This is an optimization exercise on Yosys and OpenROAD, whose aim is small area, a short achievable clock period and few clock cycles per item, not a production implementation. In this exercise RTL edits were held to simulation tests only and were not proved equivalent to the original. No activity file was given, so power comes from the tool's default toggle rates.

job 5358:
==> flow/design.v <==
module muldiv_seq #(
    parameter int XLEN = 64
) (
    input  logic            clk,
    input  logic            reset,
    input  logic            start_i,
    input  logic [3:0]      op_i,
    input  logic [XLEN-1:0] a_i,
    input  logic [XLEN-1:0] b_i,
    input  logic            flush_i,
    input  logic            ack_i,
    output logic            busy_o,
    output logic            stall_o,
    output logic            done_o,
    output logic [XLEN-1:0] result_o,
    output logic [1:0]      dbg_state_o
);
    logic busy_q, done_q;
    logic ph_mul_q, ph_prep_q, ph_div_q, ph_fix_q;
    logic w_q, rem_q, sa_q, sb_q, negres_q;
    logic b1one_q, b1two_q, b1neg_q, b2one_q, b2two_q, b2neg_q;
    logic cx_q, asel_y_q, ainv_q;
    logic [6:0]  ca_q;
    logic [5:0]  cb_q;
    logic [7:0]  jd;
    logic [5:0]  cnt_q, sh;
    logic [64:0] r_q;    
    logic [64:0] x_q;    
    logic [63:0] y_q;    
    function automatic logic [64:0] wsext(input logic w, input logic [64:0] v);
        wsext = w ? {{33{v[31]}}, v[31:0]} : v;
    endfunction
    function automatic logic [6:0] lzc64(input logic [63:0] v);
        logic [31:0][1:0] c1;
        logic [15:0][2:0] c2;
        logic [7:0][3:0]  c3;
        logic [3:0][4:0]  c4;
        logic [1:0][5:0]  c5;
        for (int i = 0; i < 32; i++)
            c1[i] = v[2*i+1] ? 2'd0 : (v[2*i] ? 2'd1 : 2'd2);
        for (int i = 0; i < 16; i++)
            c2[i] = c1[2*i+1][1] ? {c1[2*i][1], ~c1[2*i][1], c1[2*i][0]}
                                 : {1'b0, c1[2*i+1]};
        for (int i = 0; i < 8; i++)
            c3[i] = c2[2*i+1][2] ? {c2[2*i][2], ~c2[2*i][2], c2[2*i][1:0]}
                                 : {1'b0, c2[2*i+1]};
        for (int i = 0; i < 4; i++)
            c4[i] = c3[2*i+1][3] ? {c3[2*i][3], ~c3[2*i][3], c3[2*i][2:0]}
                                 : {1'b0, c3[2*i+1]};
        for (int i = 0; i < 2; i++)
            c5[i] = c4[2*i+1][4] ? {c4[2*i][4], ~c4[2*i][4], c4[2*i][3:0]}
                                 : {1'b0, c4[2*i+1]};
        lzc64 = c5[1][5] ? {c5[0][5], ~c5[0][5], c5[0][4:0]} : {1'b0, c5[1]};
    endfunction
    function automatic logic [2:0] booth(input logic hi, input logic lo, input logic prev);
        booth = {lo ^ prev,
                 (hi & ~lo & ~prev) | (~hi & lo & prev),
                 hi & ~(lo & prev)};
    endfunction
    logic accept, working;
    logic d_mul, d_w, d_sgn, d_rem, d_legal, d_sx;
    logic [63:0] a_ext, b_ext, ymul, xmul;
    logic [6:0]  ca, cb, cbr;
    logic        swap, d_sa, d_sb, d_bzero, d_early;
    logic [7:0]  ga, gb, ta, tb, tas;
    logic [2:0]  d_bt1, d_bt2;
    always_comb begin
        accept  = !busy_q && start_i && !flush_i;
        working = busy_q && !done_q;
        d_mul   = (op_i == 4'd0) || (op_i == 4'd1);
        d_w     = (op_i == 4'd1) || (op_i == 4'd6) || (op_i == 4'd7) ||
                  (op_i == 4'd8) || (op_i == 4'd9);
        d_sgn   = (op_i == 4'd2) || (op_i == 4'd4) || (op_i == 4'd6) || (op_i == 4'd8);
        d_rem   = (op_i == 4'd4) || (op_i == 4'd5) || (op_i == 4'd8) || (op_i == 4'd9);
        d_legal = (op_i <= 4'd9);
        d_sx    = d_sgn || d_mul;
        a_ext   = d_w ? {{32{d_sx & a_i[31]}}, a_i[31:0]} : a_i;
        b_ext   = d_w ? {{32{d_sx & b_i[31]}}, b_i[31:0]} : b_i;
        d_sa    = d_sgn & a_ext[63];
        d_sb    = d_sgn & b_ext[63];
        ca    = lzc64(a_ext ^ {64{d_sx & a_ext[63]}});
        cbr   = lzc64(b_ext ^ {64{d_sx & b_ext[63]}});
        cb    = cbr[6] ? 7'd63 : cbr;
        for (int k = 0; k < 8; k++) begin
            ga[k] = (a_ext[8*k +: 8] == {8{d_sx & a_ext[63]}});
            gb[k] = (b_ext[8*k +: 8] == {8{d_sx & b_ext[63]}});
        end
        ta[7] = ga[7];
        tb[7] = gb[7];
        for (int k = 6; k >= 0; k--) begin
            ta[k] = ta[k+1] & ga[k];
            tb[k] = tb[k+1] & gb[k];
        end
        swap  = |(tb & ~ta);
        d_bzero = (b_ext == 64'd0);
        tas[0] = ta[0] & ~d_sa;
        for (int k = 1; k < 8; k++)
            tas[k] = ta[k] & (~d_sa | a_ext[8*k-1]);
        d_early = |(tas & ~tb);
        ymul  = (d_mul && swap) ? b_ext : a_ext;
        xmul  = swap ? a_ext : b_ext;
        d_bt1 = booth(ymul[1], ymul[0], 1'b0);
        d_bt2 = booth(ymul[3], ymul[2], ymul[1]);
    end
    logic [65:0] op_a, sel1, sel2, op1, op2, cs_s, cs_c, sum;
    logic [65:0] x66;
    always_comb begin
        x66  = {x_q[64], x_q};
        op_a = (asel_y_q ? {2'b00, y_q} : {r_q[64], r_q})
               ^ {66{ainv_q}};
        sel1 = b1one_q ? x66 : (b1two_q ? {x66[64:0], 1'b0} : 66'd0);
        sel2 = b2one_q ? {x66[63:0], 2'b00} : (b2two_q ? {x66[62:0], 3'b000} : 66'd0);
        op1  = sel1 ^ {66{b1neg_q}};
        op2  = sel2 ^ {66{b2neg_q}};
        cs_s = op_a ^ op1 ^ op2;
        cs_c = {((op_a & op1) | (op_a & op2) | (op1 & op2)), b1neg_q};
        sum  = cs_s + cs_c[65:0] + {65'd0, b2neg_q | cx_q};
    end
    logic mul_last, div_last, rneg, wfin;
    logic [2:0] n_bt1, n_bt2;
    always_comb begin
        mul_last = (&y_q[63:3]) | ~(|y_q[63:3]);
        div_last = (cnt_q == 6'd0);
        rneg     = sum[64];
        n_bt1    = booth(y_q[5], y_q[4], y_q[3]);
        n_bt2    = booth(y_q[7], y_q[6], y_q[5]);
        jd       = {2'b00, cb_q} + {7'd0, sa_q} - {1'b0, ca_q};
        sh       = jd[7] ? 6'd0 : jd[5:0];
        wfin     = w_q & (ph_fix_q | (ph_mul_q & mul_last) | (ph_div_q & rem_q & div_last));
    end
    always_ff @(posedge clk) begin
        if (!reset) begin
            busy_q    <= 1'b0;
            done_q    <= 1'b0;
            ph_mul_q  <= 1'b0;
            ph_prep_q <= 1'b0;
            ph_div_q  <= 1'b0;
            ph_fix_q  <= 1'b0;
        end else if (accept) begin
            busy_q    <= 1'b1;
            done_q    <= !d_legal;
            ph_mul_q  <= d_legal && d_mul;
            ph_prep_q <= d_legal && !d_mul && !d_early;
            ph_div_q  <= 1'b0;
            ph_fix_q  <= d_legal && !d_mul && d_early;
        end else if (working && flush_i) begin
            busy_q    <= 1'b0;
            ph_mul_q  <= 1'b0;
            ph_prep_q <= 1'b0;
            ph_div_q  <= 1'b0;
            ph_fix_q  <= 1'b0;
        end else if (done_q) begin
            if (ack_i || flush_i) begin
                busy_q <= 1'b0;
                done_q <= 1'b0;
            end
        end else begin
            if (ph_mul_q && mul_last) begin
                ph_mul_q <= 1'b0;
                done_q   <= 1'b1;
            end
            if (ph_prep_q) begin
                ph_prep_q <= 1'b0;
                ph_div_q  <= 1'b1;
            end
            if (ph_div_q && div_last) begin
                ph_div_q <= 1'b0;
                if (!rem_q || rneg || negres_q) ph_fix_q <= 1'b1;
                else done_q <= 1'b1;
            end
            if (ph_fix_q) begin
                ph_fix_q <= 1'b0;
                done_q   <= 1'b1;
            end
        end
    end
    always_ff @(posedge clk) begin
        if (accept) begin
            w_q      <= d_w;
            rem_q    <= d_rem;
            sa_q     <= d_sa;
            sb_q     <= d_sb;
            negres_q <= d_rem ? d_sa : (d_sa ^ d_sb) & !d_bzero;
            ca_q     <= d_mul ? 7'd0 : (d_bzero ? {6'd0, d_sa} : ca);
            cb_q     <= d_mul ? 6'd4 : (d_bzero ? 6'd63 : cb[5:0]);
            r_q      <= 65'd0;
            x_q      <= d_mul ? {xmul[63], xmul} : {d_sb, b_ext};
            y_q      <= ymul;
            {b1one_q, b1two_q, b1neg_q} <= d_mul ? d_bt1 : 3'b000;
            {b2one_q, b2two_q, b2neg_q} <= d_mul ? d_bt2 : 3'b000;
            cx_q     <= !d_mul && !d_early && d_sa;
            ainv_q   <= !d_mul && !d_early && d_sa;
            asel_y_q <= !d_mul && !(d_early && !d_rem);
        end else begin
            if (ph_mul_q)       y_q <= {{4{y_q[63]}}, y_q[63:4]};
            else if (ph_prep_q) y_q <= 64'd0;
            else                y_q <= {y_q[62:0], ~rneg};
        end
        if (!accept && working) begin
            r_q <= wsext(wfin, {sum[64] & ~ph_prep_q, sum[63:0]});
            if (ph_mul_q) begin
                x_q <= x_q << sh;
                {b1one_q, b1two_q, b1neg_q} <= n_bt1;
                {b2one_q, b2two_q, b2neg_q} <= n_bt2;
            end
            if (ph_prep_q) begin
                asel_y_q <= 1'b0;
                x_q     <= x_q << sh;
                cnt_q   <= sh;
                b1one_q <= 1'b1;
                b1neg_q <= ~sb_q;
                cx_q    <= 1'b0;
                ainv_q  <= 1'b0;
            end
            if (ph_div_q) begin
                if (!div_last) begin
                    x_q     <= {x_q[64], x_q[64:1]};
                    cnt_q   <= cnt_q - 6'd1;
                    b1neg_q <= ~rneg ^ sb_q;
                end else begin
                    asel_y_q <= !rem_q;
                    ainv_q   <= negres_q;
                    cx_q     <= negres_q;
                    b1one_q  <= rem_q && rneg;
                    b1neg_q  <= rem_q && rneg && (negres_q ^ sb_q);
                end
            end
        end
    end
    always_comb begin
        busy_o      = busy_q;
        done_o      = done_q;
        stall_o     = accept || working;
        result_o    = r_q[63:0];
        dbg_state_o = {done_q, working};
    end
endmodule
Settings: LEC_CHECK=0, CAP_MARGIN=20, CORE_MARGIN=2, CORE_UTILIZATION=40, SETUP_SLACK_MARGIN=2.5, SLEW_MARGIN=20; clock period 7.0 ns.
run.sh (not shown) runs the stock make flow with config.mk's settings and CLKGATE_MAP_FILE= SYNTH_SCRIPT=/design/flow/synth_recipe.tcl, a recipe that flattens the netlist after the stock synthesis.
Testbench counts of job 5358, summed over its fixed seeds: cycles 17,527, ops 1,920.
Input-level comparison between job 2506 and job 5358:
diff --git a/flow/design.v b/flow/design.v
--- a/flow/design.v
+++ b/flow/design.v
@@ -17,11 +17,11 @@
 );
     logic busy_q, done_q;
     logic ph_mul_q, ph_prep_q, ph_div_q, ph_fix_q;
     logic w_q, rem_q, sa_q, sb_q, negres_q;
     logic b1one_q, b1two_q, b1neg_q, b2one_q, b2two_q, b2neg_q;
-    logic cx_q, asel_y_q, ainv_q;
+    logic cx_q, asel_y_q, aselz_q, ainv_q;
     logic [6:0]  ca_q;
     logic [5:0]  cb_q;
     logic [7:0]  jd;
     logic [5:0]  cnt_q, sh;
     logic [64:0] r_q;    
@@ -94,21 +94,21 @@
         swap  = |(tb & ~ta);
         d_bzero = (b_ext == 64'd0);
         tas[0] = ta[0] & ~d_sa;
         for (int k = 1; k < 8; k++)
             tas[k] = ta[k] & (~d_sa | a_ext[8*k-1]);
-        d_early = |(tas & ~tb);
+        d_early = |(tas & ~tb) | d_bzero;
         ymul  = (d_mul && swap) ? b_ext : a_ext;
         xmul  = swap ? a_ext : b_ext;
         d_bt1 = booth(ymul[1], ymul[0], 1'b0);
         d_bt2 = booth(ymul[3], ymul[2], ymul[1]);
     end
     logic [65:0] op_a, sel1, sel2, op1, op2, cs_s, cs_c, sum;
     logic [65:0] x66;
     always_comb begin
         x66  = {x_q[64], x_q};
-        op_a = (asel_y_q ? {2'b00, y_q} : {r_q[64], r_q})
+        op_a = (aselz_q ? 66'd0 : (asel_y_q ? {2'b00, y_q} : {r_q[64], r_q}))
                ^ {66{ainv_q}};
         sel1 = b1one_q ? x66 : (b1two_q ? {x66[64:0], 1'b0} : 66'd0);
         sel2 = b2one_q ? {x66[63:0], 2'b00} : (b2two_q ? {x66[62:0], 3'b000} : 66'd0);
         op1  = sel1 ^ {66{b1neg_q}};
         op2  = sel2 ^ {66{b2neg_q}};
@@ -178,21 +178,22 @@
         if (accept) begin
             w_q      <= d_w;
             rem_q    <= d_rem;
             sa_q     <= d_sa;
             sb_q     <= d_sb;
-            negres_q <= d_rem ? d_sa : (d_sa ^ d_sb) & !d_bzero;
-            ca_q     <= d_mul ? 7'd0 : (d_bzero ? {6'd0, d_sa} : ca);
-            cb_q     <= d_mul ? 6'd4 : (d_bzero ? 6'd63 : cb[5:0]);
+            negres_q <= d_rem ? d_sa : (d_sa ^ d_sb);
+            ca_q     <= d_mul ? 7'd0 : ca;
+            cb_q     <= d_mul ? 6'd4 : cb[5:0];
             r_q      <= 65'd0;
             x_q      <= d_mul ? {xmul[63], xmul} : {d_sb, b_ext};
             y_q      <= ymul;
             {b1one_q, b1two_q, b1neg_q} <= d_mul ? d_bt1 : 3'b000;
             {b2one_q, b2two_q, b2neg_q} <= d_mul ? d_bt2 : 3'b000;
             cx_q     <= !d_mul && !d_early && d_sa;
-            ainv_q   <= !d_mul && !d_early && d_sa;
-            asel_y_q <= !d_mul && !(d_early && !d_rem);
+            ainv_q   <= !d_mul && (d_early ? (!d_rem && d_bzero) : d_sa);
+            aselz_q  <= !d_mul && d_early && !d_rem;
+            asel_y_q <= !d_mul;
         end else begin
             if (ph_mul_q)       y_q <= {{4{y_q[63]}}, y_q[63:4]};
             else if (ph_prep_q) y_q <= 64'd0;
             else                y_q <= {y_q[62:0], ~rneg};
         end
==> comparison <==
Relative to job 5358, the number of sequential storage elements of job 2506 is higher by 0.43%. Looking at placed instance count, job 2506 sits below job 5358. Shortest period the worst path allows, job 5358 and job 2506: smaller value in job 2506. Job 5358 -> job 2506: number of nets in the synthesized netlist decreased by a few percent. Count of placed standard cells in the final layout, fillers left out for job 2506: 327 down relative to job 5358. Relative to job 5358, well tap count decreased by 10 in job 2506. Diff job 5358 -> job 2506 | power attributed to the clock group | decrease of about 9%. Job 2506 vs job 5358: count of plain and timing-repair buffers in the layout down. Compare job 5358 and job 2506 | clock share of power higher: job 2506. Job 2506 vs. job 5358: sum of negative setup slack flat, setup slack up 240 ps, via count down 2716, logic gate share of total power down 9.6 points, net switching power of the design down 31%.
Testbench counts of job 2506, summed over its fixed seeds: cycles 17,527, ops 1,920.

separate check: timing with driven ports:
How much do the figures lean on ideal ports? The routed layouts below were timed once more, with nothing changed but the port constraints.
Step 1: set_driving_cell puts a clkbuf_16 on clk and a buf_2 on each other input, an assumption about the parent block.
Step 2 moves the port delays by t, midway between the first and last clock arrival at a register: inputs arrive t later, outputs are due t later. That takes back most of the time a late clock gives input paths.
Slacks: ideal / step 1 / step 2; pairs: ideal / step 1.
run | t (ns) | setup WS [ns] | worst hold slack (ns) | worst register clock-pin slew, ns | pins driven straight from the clock port
job 5358 | 0.673 | 2.108 / 2.026 / 1.353 | 0.546 / 0.546 / 0.546 | 0.07 / 0.07 | 1
job 2506 | 0.660 | 2.343 / 2.343 / 1.705 | 0.600 / 0.600 / 0.600 | 0.07 / 0.07 | 1
After both steps setup and hold are still met in every run listed. For job 5358, which loses most, drivers alone change the setup slack by -0.082 ns; drivers and shift together by -0.755 ns.
